Source: an optimization exercise on an open RTL-to-GDS flow (aim: small area). Production flows keep margins and buffers that such runs may drop.
The RTL was checked by simulation tests, not by an equivalence proof against the original design.
Power figures rest on the tool's default switching activity, not on a simulated workload.

==> job 2275 <==
==> flow/design.v (excerpt) <==
module qrd_out_collector #(
  parameter int DW      = 17,
  parameter int LATENCY = 6,
  parameter int TOL     = 16,
  parameter int CNT_W   = 12
) (
  input  logic                clk,
  input  logic                rst_n,
  input  logic                i_start,
  input  logic [CNT_W-1:0]    i_stream_len,
  input  logic [DW-1:0]       i_lane0,
  input  logic [DW-1:0]       i_lane1,
  input  logic [DW-1:0]       i_lane2,
  input  logic [DW-1:0]       i_lane3,
  output logic                o_mat_valid,
  input  logic                i_mat_ready,
  output logic [16*DW-1:0]    o_mat_data,
  output logic                o_mat_tri_err,
  output logic                o_busy,
  output logic                o_done,
  output logic                o_ovf
);
==> module qrd_out_collector, before the edit <==
module qrd_out_collector #(
  parameter int DW      = 17,
  parameter int LATENCY = 6,
  parameter int TOL     = 16,
  parameter int CNT_W   = 12
) (
  input  logic                clk,
  input  logic                rst_n,
  input  logic                i_start,
  input  logic [CNT_W-1:0]    i_stream_len,
  input  logic [DW-1:0]       i_lane0,
  input  logic [DW-1:0]       i_lane1,
  input  logic [DW-1:0]       i_lane2,
  input  logic [DW-1:0]       i_lane3,
  output logic                o_mat_valid,
  input  logic                i_mat_ready,
  output logic [16*DW-1:0]    o_mat_data,
  output logic                o_mat_tri_err,
  output logic                o_busy,
  output logic                o_done,
  output logic                o_ovf
);
  localparam int NUM_LANES = 4;
  localparam int CW        = NUM_LANES*DW;
  localparam int MW        = NUM_LANES*CW;
  logic             r_busy, r_done, r_ovf;
  logic             r_vh, r_vs;           
  logic [1:0]       r_ph;                 
  logic [1:0]       r_w;                  
  logic [CNT_W-1:0] r_rem;                
  logic [3:0][CW-1:0] r_sr;               
  logic [2:0]         r_p;                
  logic [MW-1:0]      r_h, r_s;
  logic               r_he, r_se;
  logic [NUM_LANES-1:0][DW-1:0] w_lanes;
  logic [NUM_LANES-1:0] w_bad;
  logic w_start_acc, w_push, w_end;
  logic w_ls, w_hs, w_ha, w_hb, w_hc;
  logic [MW:0] w_s_d, w_h_d;
  assign w_lanes  = {i_lane3, i_lane2, i_lane1, i_lane0};
  assign w_bad[0] = 1'b0;    
  for (genvar r = 1; r < NUM_LANES; r++) begin : g_scr
    qrd_oc_screen #(.DW(DW), .TOL(TOL)) u_scr (
      .i_x   (r_sr[3][r*DW +: DW]),
      .o_bad (w_bad[r])
    );
  end
  always_ff @(posedge clk) begin
    r_sr <= {w_lanes, r_sr[3:1]};
    r_p  <= {r_p[1] | w_bad[3], r_p[0] | w_bad[3] | w_bad[2],
             w_bad[3] | w_bad[2] | w_bad[1]};
  end
  assign w_start_acc = !r_busy && i_start && (i_stream_len != '0);
  assign w_push      = r_busy && (r_ph == 2'd1) && !r_w[1];
  assign w_end       = r_busy && !r_w[1] && ({r_rem, r_ph} == {CNT_W'('1), 2'd0});
  always_ff @(posedge clk) begin
    if (w_start_acc) {r_rem, r_ph} <= {i_stream_len, 2'd2};
    else             {r_rem, r_ph} <= {r_rem, r_ph} - (CNT_W+2)'(1);
    if (w_start_acc)        r_w <= 2'b11;
    else if (r_ph == 2'd1)  r_w <= {r_w[0], 1'b0};
  end
  always_ff @(posedge clk or negedge rst_n) begin
    if (!rst_n) begin
      r_busy <= 1'b0;
      r_done <= 1'b0;
      r_ovf  <= 1'b0;
      r_vh   <= 1'b0;
      r_vs   <= 1'b0;
    end else begin
      r_busy <= r_busy ? !w_end : w_start_acc;
      r_done <= w_end || (!r_busy && i_start && (i_stream_len == '0));
      if (w_start_acc)                      r_ovf <= 1'b0;
      else if (w_push && r_vs && !i_mat_ready) r_ovf <= 1'b1;
      r_vh <= w_push || r_vs || (r_vh && !i_mat_ready);
      r_vs <= r_vh && (r_vs ? (w_push || !i_mat_ready) : (w_push && !i_mat_ready));
    end
  end
  assign w_ls = !r_vs || (r_vh && i_mat_ready);    
  assign w_hs = r_vs && !i_mat_ready;              
  assign w_ha = r_vs && i_mat_ready;               
  assign w_hb = !r_vs && (i_mat_ready || !r_vh);   
  assign w_hc = r_vh && !i_mat_ready;              
  qrd_oc_sel2 #(.W(MW+1)) u_s_sel (
    .i_sa (w_ls), .i_sb (w_hs),
    .i_a  ({r_p[2], r_sr}), .i_b ({r_se, r_s}),
    .o_y  (w_s_d)
  );
  qrd_oc_sel3 #(.W(MW+1)) u_h_sel (
    .i_sa (w_ha), .i_sb (w_hb), .i_sc (w_hc),
    .i_a  ({r_se, r_s}), .i_b ({r_p[2], r_sr}), .i_c ({r_he, r_h}),
    .o_y  (w_h_d)
  );
  always_ff @(posedge clk) begin
    {r_se, r_s} <= w_s_d;
    {r_he, r_h} <= w_h_d;
  end
  assign o_mat_valid   = r_vh;
  assign o_mat_data    = r_h;
  assign o_mat_tri_err = r_he;
  assign o_busy        = r_busy;
  assign o_done        = r_done;
  assign o_ovf         = r_ovf;
endmodule
==> flow/config.mk <==
export PLATFORM = sky130hd
export DESIGN_NAME = qrd_out_collector
export DESIGN_NICKNAME = qrd_out_collector
export VERILOG_FILES = /design/flow/design.v
export SDC_FILE = /design/flow/constraint.sdc
export NUM_CORES = 4
export LEC_CHECK = 0
export CAP_MARGIN = 20
export CORE_MARGIN = 2
export CORE_UTILIZATION = 62
export SLEW_MARGIN = 20
export SYNTH_HIERARCHICAL = 1
export SYNTH_MINIMUM_KEEP_SIZE = 0
==> flow/constraint.sdc <==
create_clock -name core_clock -period 5.0 [get_ports {clk}]
set_input_delay 1.0000 -clock core_clock [delete_from_list [all_inputs] [get_ports {clk}]]
set_output_delay 1.0000 -clock core_clock [all_outputs]
set_load 0.01 [all_outputs]
standard.sh (not shown) runs the stock make flow with config.mk's settings and CLKGATE_MAP_FILE= SYNTH_SCRIPT=/design/flow/synth_recipe.tcl, a recipe that flattens the netlist after the stock synthesis.
==> flow/flow/run.sh <==
#!/bin/bash
# The standard layout, with two changes: port buffers are the smallest buffer cell, and
# clock tree synthesis uses small clock buffers, larger sink clusters and no dummy loads.
set -euo pipefail
export BUFFER_PORTS_ARGS="-buffer_cell sky130_fd_sc_hd__buf_1"
export CTS_ARGS="-sink_clustering_enable -repair_clock_nets -dont_use_dummy_load -buf_list {sky130_fd_sc_hd__clkbuf_4 sky130_fd_sc_hd__clkbuf_8} -sink_clustering_buffer sky130_fd_sc_hd__clkbuf_4 -sink_clustering_size 12 -sink_clustering_max_diameter 35"
bash standard.sh > standard_flow.log 2>&1
==> inputs of job 7206, as changes to job 2275 <==
==> flow/flow/run.sh (replaced) <==
#!/bin/bash
# The standard layout, with two changes: port buffers are the smallest buffer cell, and
# clock tree synthesis uses small clock buffers, larger sink clusters and no dummy loads.
set -euo pipefail
export BUFFER_PORTS_ARGS="-buffer_cell sky130_fd_sc_hd__buf_1"
export CTS_ARGS="-sink_clustering_enable -repair_clock_nets -dont_use_dummy_load -buf_list {sky130_fd_sc_hd__clkbuf_4 sky130_fd_sc_hd__clkbuf_8} -sink_clustering_size 14 -sink_clustering_max_diameter 40"
bash standard.sh > standard_flow.log 2>&1
- CORE_UTILIZATION: 62 -> 55
==> inputs of job 1281, as changes to job 2275 <==
--- a/flow/design.v
+++ b/flow/design.v
@@ -64,5 +64,5 @@
   logic [CNT_W-1:0] r_rem;                
   logic [3:0][CW-1:0] r_sr;               
-  logic [2:0]         r_p;                
+  logic [3:0]         r_p;                
   logic [MW-1:0]      r_h, r_s;
   logic               r_he, r_se;
@@ -76,5 +76,5 @@
   for (genvar r = 1; r < NUM_LANES; r++) begin : g_scr
     qrd_oc_screen #(.DW(DW), .TOL(TOL)) u_scr (
-      .i_x   (r_sr[3][r*DW +: DW]),
+      .i_x   (w_lanes[r]),
       .o_bad (w_bad[r])
     );
@@ -82,15 +82,16 @@
   always_ff @(posedge clk) begin
     r_sr <= {w_lanes, r_sr[3:1]};
-    r_p  <= {r_p[1] | w_bad[3], r_p[0] | w_bad[3] | w_bad[2],
+    r_p  <= {r_p[2], r_p[1] | w_bad[3], r_p[0] | w_bad[3] | w_bad[2],
              w_bad[3] | w_bad[2] | w_bad[1]};
   end
   assign w_start_acc = !r_busy && i_start && (i_stream_len != '0);
-  assign w_push      = r_busy && (r_ph == 2'd1) && !r_w[1];
-  assign w_end       = r_busy && !r_w[1] && ({r_rem, r_ph} == {CNT_W'('1), 2'd0});
+  assign w_push      = r_busy && (r_ph == 2'd0) && !r_w[1];
+  assign w_end       = r_busy && (r_rem == '0);
   always_ff @(posedge clk) begin
-    if (w_start_acc) {r_rem, r_ph} <= {i_stream_len, 2'd2};
-    else             {r_rem, r_ph} <= {r_rem, r_ph} - (CNT_W+2)'(1);
+    r_ph <= w_start_acc ? 2'd3 : r_ph + 2'd1;
     if (w_start_acc)        r_w <= 2'b11;
-    else if (r_ph == 2'd1)  r_w <= {r_w[0], 1'b0};
+    else if (r_ph == 2'd0)  r_w <= {r_w[0], 1'b0};
+    if (w_start_acc)        r_rem <= i_stream_len;
+    else if (w_push)        r_rem <= r_rem - CNT_W'(1);
   end
   always_ff @(posedge clk or negedge rst_n) begin
@@ -117,10 +118,10 @@
   qrd_oc_sel2 #(.W(MW+1)) u_s_sel (
     .i_sa (w_ls), .i_sb (w_hs),
-    .i_a  ({r_p[2], r_sr}), .i_b ({r_se, r_s}),
+    .i_a  ({r_p[3], r_sr}), .i_b ({r_se, r_s}),
     .o_y  (w_s_d)
   );
   qrd_oc_sel3 #(.W(MW+1)) u_h_sel (
     .i_sa (w_ha), .i_sb (w_hb), .i_sc (w_hc),
-    .i_a  ({r_se, r_s}), .i_b ({r_p[2], r_sr}), .i_c ({r_he, r_h}),
+    .i_a  ({r_se, r_s}), .i_b ({r_p[3], r_sr}), .i_c ({r_he, r_h}),
     .o_y  (w_h_d)
   );
==> flow/run.sh (new file) <==
#!/bin/bash
# synth_recipe.tcl (not shown) runs the flow's synth.tcl, then flattens the netlist and writes it again
# the make line also repeats each setting of config.mk as NAME=value (left out here)
make -C /OpenROAD-flow-scripts/flow DESIGN_CONFIG=/design/flow/config.mk WORK_HOME=/design/flow/orfs CLKGATE_MAP_FILE= SYNTH_SCRIPT=/design/flow/synth_recipe.tcl finish
- CORE_UTILIZATION: 62 -> 40
removed: flow/flow/run.sh
removed: flow/standard.sh
==> qor summary <==
Outcome: job 2275 no timing/DRC/antenna violations; job 7206 no timing/DRC/antenna violations; job 1281 no timing/DRC/antenna violations
Synthesized area per cell: job 2275 13.1 sq um; job 7206 13.1 sq um; job 1281 13.2 sq um
Yosys top cell area share: job 2275 0.661; job 7206 0.661; job 1281 0.648
Placer congestion estimate: job 2275 0.803; job 7206 0.795; job 1281 0.802
Standard cell area after detailed placement: job 2275 26200 sq um; job 7206 26300 sq um; job 1281 29100 sq um
Peak supply drop: job 2275 0.000343 V; job 7206 0.000424 V; job 1281 0.000435 V
Number of cells on the worst reg-to-reg path: job 2275 5; job 7206 4; job 1281 5
Path type of the worst min-delay path: job 2275 in -> async; job 7206 in -> async; job 1281 reg -> reg
Buffers excl. clock: job 2275 380; job 7206 380; job 1281 388
Cell chosen for the clock root: job 2275 clkbuf_8; job 7206 clkbuf_8; job 1281 clkbuf_16
Power in combinational cells: job 2275 3.54 mW; job 7206 3.56 mW; job 1281 3.41 mW
Final-stage net count: job 2275 2367; job 7206 2351; job 1281 2348
Final critical-path required period: job 2275 2510 ps; job 7206 2350 ps; job 1281 2880 ps

-- afterwards: timing with drivers on the ports --
The results above use ideal ports. As a check the final layouts listed here were re-extracted and re-timed, cells and wires unchanged.
Step 1 sets driving cells, clkbuf_16 on the clock port and buf_2 on the other inputs (assumed; they add their load-dependent delay and slew).
Step 2 moves the port delays by t, midway between the first and last clock arrival at a register: inputs arrive t later, outputs are due t later. That takes back most of the time a late clock gives input paths.
Slacks: ideal ports / drivers / drivers and shift; pairs: ideal ports / drivers.
| run | t, ns | slack for setup (ns) | worst setup path after step 2 | worst register clock-pin slew, ns | cell pins on the clock port's net |
|---|---|---|---|---|---|
| job 2275 | 0.685 | 2.486 / 2.512 / 1.826 | input to register | 0.12 / 0.12 | 1 |
| job 7206 | 0.688 | 2.652 / 2.639 / 1.985 | input to register | 0.09 / 0.09 | 1 |
| job 1281 | 0.669 | 2.120 / 2.155 / 1.486 | input to register | 0.06 / 0.06 | 1 |
After both steps setup and hold are still met in every run listed. For job 7206, which loses most, drivers alone change the setup slack by -0.013 ns; drivers and shift together by -0.667 ns.
